Background: an optimization exercise with open tools, aiming at small area, a short achievable clock period and few clock cycles per item. Do not read the settings as production practice.
The RTL was checked by simulation tests, not by an equivalence proof against the original design.
Power is estimated from default activity; no workload was simulated.

File: design.v
package sqb_pkg;
  localparam int TEXTURE_SLOTS    = 32;
  localparam int VERTEX_CAPACITY  = 262144;
  localparam int INDICES_PER_QUAD = 6;
  localparam int SLOT_W           = 6;
  localparam int IDX_W            = $clog2(TEXTURE_SLOTS);
  localparam int ICOUNT_W         = 19;
  localparam int CUT_INDEX        = (VERTEX_CAPACITY / 4) * INDICES_PER_QUAD;
  localparam int CMP_STEP         = 3;
  localparam int N_CMP            = (TEXTURE_SLOTS + CMP_STEP - 1) / CMP_STEP;
  localparam logic MODE_END = 1'b1;
endpackage
import sqb_pkg::*;
module sqb_cell
(
  input  logic [31:0] entry,
  input  logic [31:0] query,
  input  logic        en,
  output logic        match
);
  assign match = en && (entry == query);
endmodule
import sqb_pkg::*;
module sqb_tex_table
(
  input  logic              clk,
  input  logic              rst,
  input  logic [31:0]       tex,        
  input  logic              in_valid,
  input  logic              accept,     
  input  logic              is_end,     
  input  logic              cap,        
  output logic              done,       
  output logic [SLOT_W-1:0] slot,       
  output logic              full_cut    
);
  logic [31:0]        ring [TEXTURE_SLOTS];
  logic [4:0]         rot;
  logic [5:0]         cnt;              
  logic               pend_v;
  logic [31:0]        pend;             
  logic [31:0]        tq;
  logic               tq_ok;            
  logic [1:0]         lk_n;             
  logic               acc_hit;
  logic [4:0]         acc_addr;
  logic [N_CMP-1:0]   m;
  logic [4:0]         addr_k [N_CMP];
  logic               m_p;
  logic               hit_now;
  logic [4:0]         addr_now;
  for (genvar k = 0; k < N_CMP; k++) begin : g_cmp
    assign addr_k[k] = 5'(CMP_STEP * k) + rot;
    sqb_cell u_cell (
      .entry (ring[CMP_STEP * k]),
      .query (tq),
      .en    ({1'b0, addr_k[k]} < cnt),
      .match (m[k])
    );
  end
  assign m_p = pend_v && (pend == tq);
  always_comb begin
    addr_now = m_p ? cnt[4:0] : 5'd0;
    for (int k = 0; k < N_CMP; k++) begin
      addr_now = addr_now | (m[k] ? addr_k[k] : 5'd0);
    end
  end
  assign hit_now = tq_ok && ((|m) || m_p);
  logic [4:0]         wpos;             
  logic [TEXTURE_SLOTS-1:0] wr;
  logic               drain;
  assign wpos = cnt[4:0] - rot - 5'd1;
  always_comb begin
    wr = '0;
    for (int p = 0; p < TEXTURE_SLOTS; p += CMP_STEP) begin
      wr[p] = pend_v && (wpos == 5'(p));
    end
  end
  assign drain = |wr;
  for (genvar p = 0; p < TEXTURE_SLOTS; p++) begin : g_ring
    always_ff @(posedge clk) begin
      if (wr[p]) begin
        ring[p] <= pend;
      end else begin
        ring[p] <= ring[(p + 1) % TEXTURE_SLOTS];
      end
    end
  end
  logic [5:0]         total;
  logic               tex_zero;
  logic               f_hit;
  logic [4:0]         f_addr;
  logic               miss;
  logic               full;
  assign total    = cnt + {5'd0, pend_v};
  assign full     = (total == 6'(TEXTURE_SLOTS));
  assign tex_zero = (tex == 32'd0);
  assign done     = ((cnt == 6'd0) && !pend_v) || (lk_n == 2'd3) || ((lk_n == 2'd2) && tq_ok);
  assign f_hit    = (acc_hit || hit_now) && !cap;
  assign f_addr   = hit_now ? addr_now : acc_addr;
  assign miss     = !tex_zero && !f_hit;
  assign full_cut = !cap && miss && full;
  always_comb begin
    if (tex_zero) begin
      slot = '0;
    end else if (f_hit) begin
      slot = {1'b0, f_addr} + 6'd1;
    end else if (cap || full) begin
      slot = 6'd1;
    end else begin
      slot = total + 6'd1;
    end
  end
  always_ff @(posedge clk) begin
    tq <= tex;
    if (!pend_v || drain) begin
      pend <= tex;
    end
    if (rst) begin
      rot      <= '0;
      cnt      <= '0;
      pend_v   <= 1'b0;
      tq_ok    <= 1'b0;
      lk_n     <= '0;
      acc_hit  <= 1'b0;
      acc_addr <= '0;
    end else begin
      rot   <= rot + 5'd1;
      tq_ok <= in_valid && !accept;
      if (accept) begin
        lk_n    <= '0;
        acc_hit <= 1'b0;
      end else begin
        if (tq_ok && (lk_n != 2'd3)) begin
          lk_n <= lk_n + 2'd1;
        end
        if (hit_now) begin
          acc_hit  <= 1'b1;
          acc_addr <= addr_now;
        end
      end
      if (accept && (is_end || cap || full_cut)) begin
        cnt    <= '0;
        pend_v <= !is_end && miss;
      end else begin
        cnt    <= cnt + {5'd0, drain};
        pend_v <= (pend_v && !drain) || (accept && miss);
      end
    end
  end
endmodule
import sqb_pkg::*;
module sprite_quad_batcher
(
  input  logic                clk,
  input  logic                rst,
  input  logic                in_valid,
  output logic                in_stall,
  input  logic                mode,
  input  logic signed [31:0]  pos_x,
  input  logic signed [31:0]  pos_y,
  input  logic signed [31:0]  pos_z,
  input  logic signed [31:0]  quad_width,
  input  logic signed [31:0]  quad_height,
  input  logic [31:0]         rgba_color,
  input  logic [31:0]         uv_corner0,
  input  logic [31:0]         uv_corner1,
  input  logic [31:0]         uv_corner2,
  input  logic [31:0]         uv_corner3,
  input  logic [31:0]         texture_name,
  output logic                out_valid,
  input  logic                out_stall,
  output logic signed [31:0]  vert_x,
  output logic signed [31:0]  vert_y,
  output logic signed [31:0]  vert_z,
  output logic [31:0]         vert_color,
  output logic [15:0]         vert_u,
  output logic [15:0]         vert_v,
  output logic [sqb_pkg::SLOT_W-1:0]   tex_slot,
  output logic                batch_cut,
  output logic [sqb_pkg::ICOUNT_W-1:0] batch_index_count,
  output logic                end_marker,
  output logic                last_of_item
);
  logic [ICOUNT_W-1:0] index_count;
  logic                r_valid;
  logic                r_end;
  logic [1:0]          vtx;
  logic                fresh;           
  logic signed [31:0]  px;
  logic signed [31:0]  py;
  logic signed [31:0]  pz;
  logic signed [31:0]  x1;
  logic signed [31:0]  y1;
  logic [31:0]         color;
  logic [31:0]         uv0;
  logic [31:0]         uv1;
  logic [31:0]         uv2;
  logic [31:0]         uv3;
  logic [SLOT_W-1:0]   slot;
  logic                cut;
  logic [ICOUNT_W-1:0] cut_cnt;
  logic                is_end;
  logic                cap_cut;
  logic                lk_done;
  logic [SLOT_W-1:0]   tab_slot;
  logic                tab_cut;
  logic                r_last;
  logic                accept;
  logic                out_take;
  logic [31:0]         uv_sel;
  logic                zero_in;
  function automatic logic signed [31:0] sat_add(input logic signed [31:0] a,
                                                 input logic signed [31:0] b);
    logic signed [32:0] s;
    s = {a[31], a} + {b[31], b};
    if (s[32] != s[31]) begin
      sat_add = s[32] ? 32'sh8000_0000 : 32'sh7FFF_FFFF;
    end else begin
      sat_add = s[31:0];
    end
  endfunction
  assign is_end   = (mode == MODE_END);
  assign zero_in  = is_end;
  assign cap_cut  = !is_end && index_count[18] && index_count[17];    
  assign r_last   = r_end || (vtx == 2'd3);
  assign in_stall = !(lk_done && (!r_valid || (r_last && !out_stall)));
  assign accept   = in_valid && !in_stall && !rst;
  assign out_valid = r_valid;
  assign out_take = r_valid && !out_stall;
  sqb_tex_table u_table (
    .clk      (clk),
    .rst      (rst),
    .tex      (texture_name),
    .in_valid (in_valid),
    .accept   (accept),
    .is_end   (is_end),
    .cap      (cap_cut),
    .done     (lk_done),
    .slot     (tab_slot),
    .full_cut (tab_cut)
  );
  always_ff @(posedge clk) begin
    if (rst) begin
      r_valid     <= 1'b0;
      index_count <= '0;
      vtx         <= '0;
      fresh       <= 1'b0;
    end else begin
      if (accept) begin
        r_valid <= 1'b1;
        vtx     <= '0;
        fresh   <= !is_end;
        if (is_end) begin
          index_count <= '0;
        end else begin
          index_count <= ((cap_cut || tab_cut) ? '0 : index_count) + ICOUNT_W'(INDICES_PER_QUAD);
        end
      end else begin
        fresh <= 1'b0;
        if (out_take) begin
          vtx <= vtx + 2'd1;
          if (r_last) begin
            r_valid <= 1'b0;
          end
        end
      end
    end
  end
  always_ff @(posedge clk) begin
    if (accept) begin
      r_end   <= is_end;
      px      <= zero_in ? '0 : pos_x;
      py      <= zero_in ? '0 : pos_y;
      pz      <= zero_in ? '0 : pos_z;
      x1      <= zero_in ? '0 : quad_width;
      y1      <= zero_in ? '0 : quad_height;
      color   <= zero_in ? '0 : rgba_color;
      uv0     <= zero_in ? '0 : uv_corner0;
      uv1     <= zero_in ? '0 : uv_corner1;
      uv2     <= zero_in ? '0 : uv_corner2;
      uv3     <= zero_in ? '0 : uv_corner3;
      slot    <= is_end ? '0 : tab_slot;
      cut     <= !is_end && (cap_cut || tab_cut);
      cut_cnt <= (is_end || cap_cut || tab_cut) ? index_count : '0;
    end else if (fresh) begin
      x1      <= sat_add(px, x1);
      y1      <= sat_add(py, y1);
    end
  end
  always_comb begin
    case (vtx)
      2'd0:    uv_sel = uv0;
      2'd1:    uv_sel = uv1;
      2'd2:    uv_sel = uv2;
      default: uv_sel = uv3;
    endcase
    vert_x            = vtx[1] ? x1 : px;
    vert_y            = (vtx[1] ^ vtx[0]) ? y1 : py;
    vert_z            = pz;
    vert_color        = color;
    vert_u            = uv_sel[31:16];
    vert_v            = uv_sel[15:0];
    tex_slot          = slot;
    batch_cut         = cut && (vtx == 2'd0);
    batch_index_count = (vtx == 2'd0) ? cut_cnt : '0;
    end_marker        = r_end;
    last_of_item      = r_last;
  end
endmodule
File: constraint.sdc
create_clock -name core_clock -period 6.0 [get_ports {clk}]
set_input_delay 1.2000 -clock core_clock [delete_from_list [all_inputs] [get_ports {clk}]]
set_output_delay 1.2000 -clock core_clock [all_outputs]
set_load 0.01 [all_outputs]
File: config.mk
export PLATFORM = sky130hd
export DESIGN_NAME = sprite_quad_batcher
export DESIGN_NICKNAME = sprite_quad_batcher
export VERILOG_FILES = /design/flow/design.v
export SDC_FILE = /design/flow/constraint.sdc
export NUM_CORES = 4
export LEC_CHECK = 0
export CAP_MARGIN = 20
export CORE_MARGIN = 2
export CORE_UTILIZATION = 40
export SLEW_MARGIN = 20
File: run.sh
#!/bin/bash
# synth_recipe.tcl (not shown) runs the flow's synth.tcl, then flattens the netlist and writes it again
# the make line also repeats each setting of config.mk as NAME=value (left out here)
make -C /OpenROAD-flow-scripts/flow DESIGN_CONFIG=/design/flow/config.mk WORK_HOME=/design/flow/orfs CLKGATE_MAP_FILE= SYNTH_SCRIPT=/design/flow/synth_recipe.tcl finish
==> results.toml <==
[status]
run_status = "timing/DRC/antenna clean"

[critical_path]
worstSetupStartpoint = "u_table.rot[1]"
cp_data_required_time_ns = 6.49
reg2reg_from = "u_table.rot[1]"
cp.depth = 18
ff2ff_path_depth = 18
ff2ff_setup_slack_ns = 0.90
crit_fanout = 12
slowest_delay_ns = 0.74
setup.worst_path.start_class = "flip-flop"
r2r_end = "slot[4]"
arrival_ns = 5.59
crit_end = "slot[4]"
crit_family = "compound AO/OA/AOI/OAI gates"
worstSetupPathType = "flip-flop to flip-flop"
end_kind = "flip-flop"
cp_cell_sequence = "inv_1, ha_1, a21oi_1, xnor2_1, inv_1, ha_1, a311oi_1, nand4_1, or3_1, nand2b_4, or4_4, o41ai_4, mux2i_1, inv_1, ha_1, nor3b_2, xnor2_1, o22ai_1"
crit_buf_inv = 3
cpMaxStageDelayCell = "o41ai_4"

[final_layout]
fin_nets = 5080
post-route-util = 0.498
final_area_sq_mm = 0.0655
drive_above_1_share = 0.165
finalNonFillerCells = 6474
area_delta_synth_final_pct = 23.5

[yosys]
synth_top_area_frac = 0.415
synthTopCellsByCount = "1099 x dfxtp_1, 415 x mux2_2, 378 x edfxtp_1"
synth_edf_count = 378
postSynthAreaPerCell_sq_um = 13.2
yosysSeqAreaShare = 0.629
syn-num-nets = 4499
synth_ff_type = "dfxtp_1"
synth_most_common_cell = "dfxtp_1"
netlist_area_sq_mm = 0.0530
yosys.area.top_type = "dfxtp_1"
yosys_warnings = 6
yosys-top-cells-area = "dfxtp_1 42%, edfxtp_1 21%, mux2_2 8.8%"
yosys_register_bits = 1477
synth.distinct_cells = 84
synthArstFlopShare = 0
synth_cells = 4009

[floorplanning]
fp.dieW_um = 368
dieArea_sq_mm = 0.135
core_sq_mm = 0.131
rows = 133
start_util = 0.403
io_pins = 547
die_y_um = 368

[grt]
antenna_found_initial = 4
grt_pass1_vias = 32286
overflow = 0
grt_usage = 0.241
grt_start_max_net_pins = 188
grt_first_pass_wirelength_um = 236000

[clocking]
clock_sinks = 1477
clk-insertion-delay-late_ns = 0.80
cts_resized = 0
clkTransAtPathRegs_ns = 0.06
cts_buffer_depth = 3
cts_setup_buffers = 0
cts_tree = "built"
hold_buffers = 0
cts_root_buf = "clkbuf_16"
cts_buffers = 151
h-tree-depth = 4

[timing]
relSlewSlack = 0.256
rsz0062_at_grt = "false"
finalCritPeriodShare = 0.850
finClkSkew_ns = 0.0563
hold_viol = 0
worst_slack_ns = 0.899
worstMarginPinSlew_ns = 1.11
setup_viol = 0
finalSetupTns_ns = 0
hold_slack_ns = 0.309
max_freq_mhz = 196
period_needed_ns = 5.10
drv_slew = 0

[route]
vias_per_cell = 5.07
vias = 32820
drt_wl_total_um = 166000
wl_per_cell_um = 25.7
antenna_left = 0
drt_iter0_markers = 2999
drc_errors = 0
drtPass1Iterations = 6

[power_and_ir_drop]
clock_power_share = 0.386
p_int_mw = 18.3
comb_power_share = 0.141
p_per_area_mw_per_mm2 = 378
power_switching_share = 0.261
vdd_drop_max_v = 0.000264
p_leak_nw = 25.4
totalPowerFinal_mw = 24.7
p_switching_mw = 6.45
seqPwrFrac = 0.473

[placed_design]
dpl.cell_count = 6192
portBuffers = 545
gp_congestion = 0.921
dp_slack_ns = 0.962
placedInstanceArea_sq_mm = 0.0604
place_hpwl_um = 119000

[job]
maxCapViolCount = 0

[hold_path]
hold_class = "flip-flop to flip-flop"
==> flip-flops by register name, summed over array words and instances (netlist names), 2 cells and up <==
| name | count |
|---|---|
| u_table.ring | 1024 |
| u_table.pend | 32 |
| u_table.cnt | 6 |
| uv0 | 32 |
| uv2 | 32 |
| u_table.rot | 5 |
| index_count | 18 |
| uv3 | 32 |
| px | 32 |
| uv1 | 32 |
| u_table.lk_n | 2 |
| u_table.acc_addr | 5 |
| pz | 32 |
| py | 32 |
| cut_cnt | 18 |
| x1 | 32 |
| u_table.tq | 32 |
| y1 | 32 |
| color | 32 |
| slot | 6 |
| vtx | 2 |
==> kinds of logic (layout without fill, tap and decap cells) <==
| family | Yosys count | in the layout | share of synthesized area |
|---|---|---|---|
| flip-flops | 1477 | 1477 | 0.629 |
| AND/OR/NAND/NOR | 734 | 734 | 0.0786 |
| XOR/XNOR | 485 | 485 | 0.0801 |
| multiplexers | 452 | 452 | 0.0954 |
| AO/OA/AOI/OAI | 432 | 432 | 0.0584 |
| buffers and inverters | 293 | 1001 | 0.0259 |
| adder cells (fa/ha/maj) | 135 | 135 | 0.0322 |
| other | 1 | 3 | 0.0000708 |
==> cells in the final DEF (no fill, tap or decap), types with 103 or more instances in the layout <==
cell type and count:
clkbuf_16 154, clkdlybuf4s50_1 544, nor2b_1 287, a21oi_1 103, xnor2_1 280, mux2_2 415
ha_1 128, edfxtp_1 378, xor2_1 205, dfxtp_1 1098
==> how the worst min path moves through the flow <==
| stage | startpoint | cells after the start | endpoint | slack [ns] |
|---|---|---|---|---|
| after detailed placement | u_table.ring[14][20] | 0 | u_table.ring[13][20] | 0.31 |
| final | u_table.ring[26][22] | 0 | u_table.ring[25][22] | 0.31 |
| after global routing | u_table.ring[26][22] | 0 | u_table.ring[25][22] | 0.30 |
| after global placement | u_table.ring[11][1] | 0 | u_table.ring[10][1] | 0.31 |
| after floorplan | u_table.ring[11][0] | 0 | u_table.ring[10][0] | 0.31 |
| after CTS | u_table.ring[26][22] | 0 | u_table.ring[25][22] | 0.30 |
==> power groups by stage <==
stage	sequential [mW]	clock, mW	combinational (mW)
after floorplan	11.7	0	2.23
final	11.7	9.55	3.49
after CTS	11.7	9.73	3.49
after detailed placement	11.9	0	3.46
after global routing	11.8	10.1	3.77
after global placement	11.9	0	3.46
==> final cells by class <==
type / instances / area, sq um
Fill cell: 11543 / 66000
Sequential cell: 1477 / 33400
Multi-Input combinational cell: 2239 / 18400
Timing Repair Buffer: 619 / 6080
Clock buffer: 219 / 4310
Tap cell: 1755 / 2200
Clock inverter: 61 / 763
Inverter: 102 / 395
Antenna cell: 2 / 5.00
==> layer usage <==
metal  vias to the layer above  track usage  wire length (um)
li1                      15206            -                 -
met1                     16430        0.329             74500
met2                       969        0.390             78500
met3                       213       0.0416              8880
met4                         2       0.0727              4560
met5                         -            0                13
Testbench counts, summed over its fixed seeds: cycles 47,560, items 12,000.

static timing again, ports no longer ideal:
In the flow no input, the clock included, has a driving cell. The finished layout below was timed again as built, in two steps. Step 1 sets driving cells, clkbuf_16 on the clock port and buf_2 on the other inputs (assumed; they add their load-dependent delay and slew). Step 2 moves the port delays by t, midway between the first and last clock arrival at a register: inputs arrive t later, outputs are due t later. That takes back most of the time a late clock gives input paths. a / b / c = no drivers / after step 1 / after step 2; a / b = the first two.
shift t [ns]: 0.849
slack for setup (ns): 0.899 / 0.899 / 0.899
slew at the worst register clock pin (ns): 0.07 / 0.07
After both steps this run still meets setup and hold. The setup slack of this run moves by 0.000 ns with the drivers and by 0.000 ns with both steps.
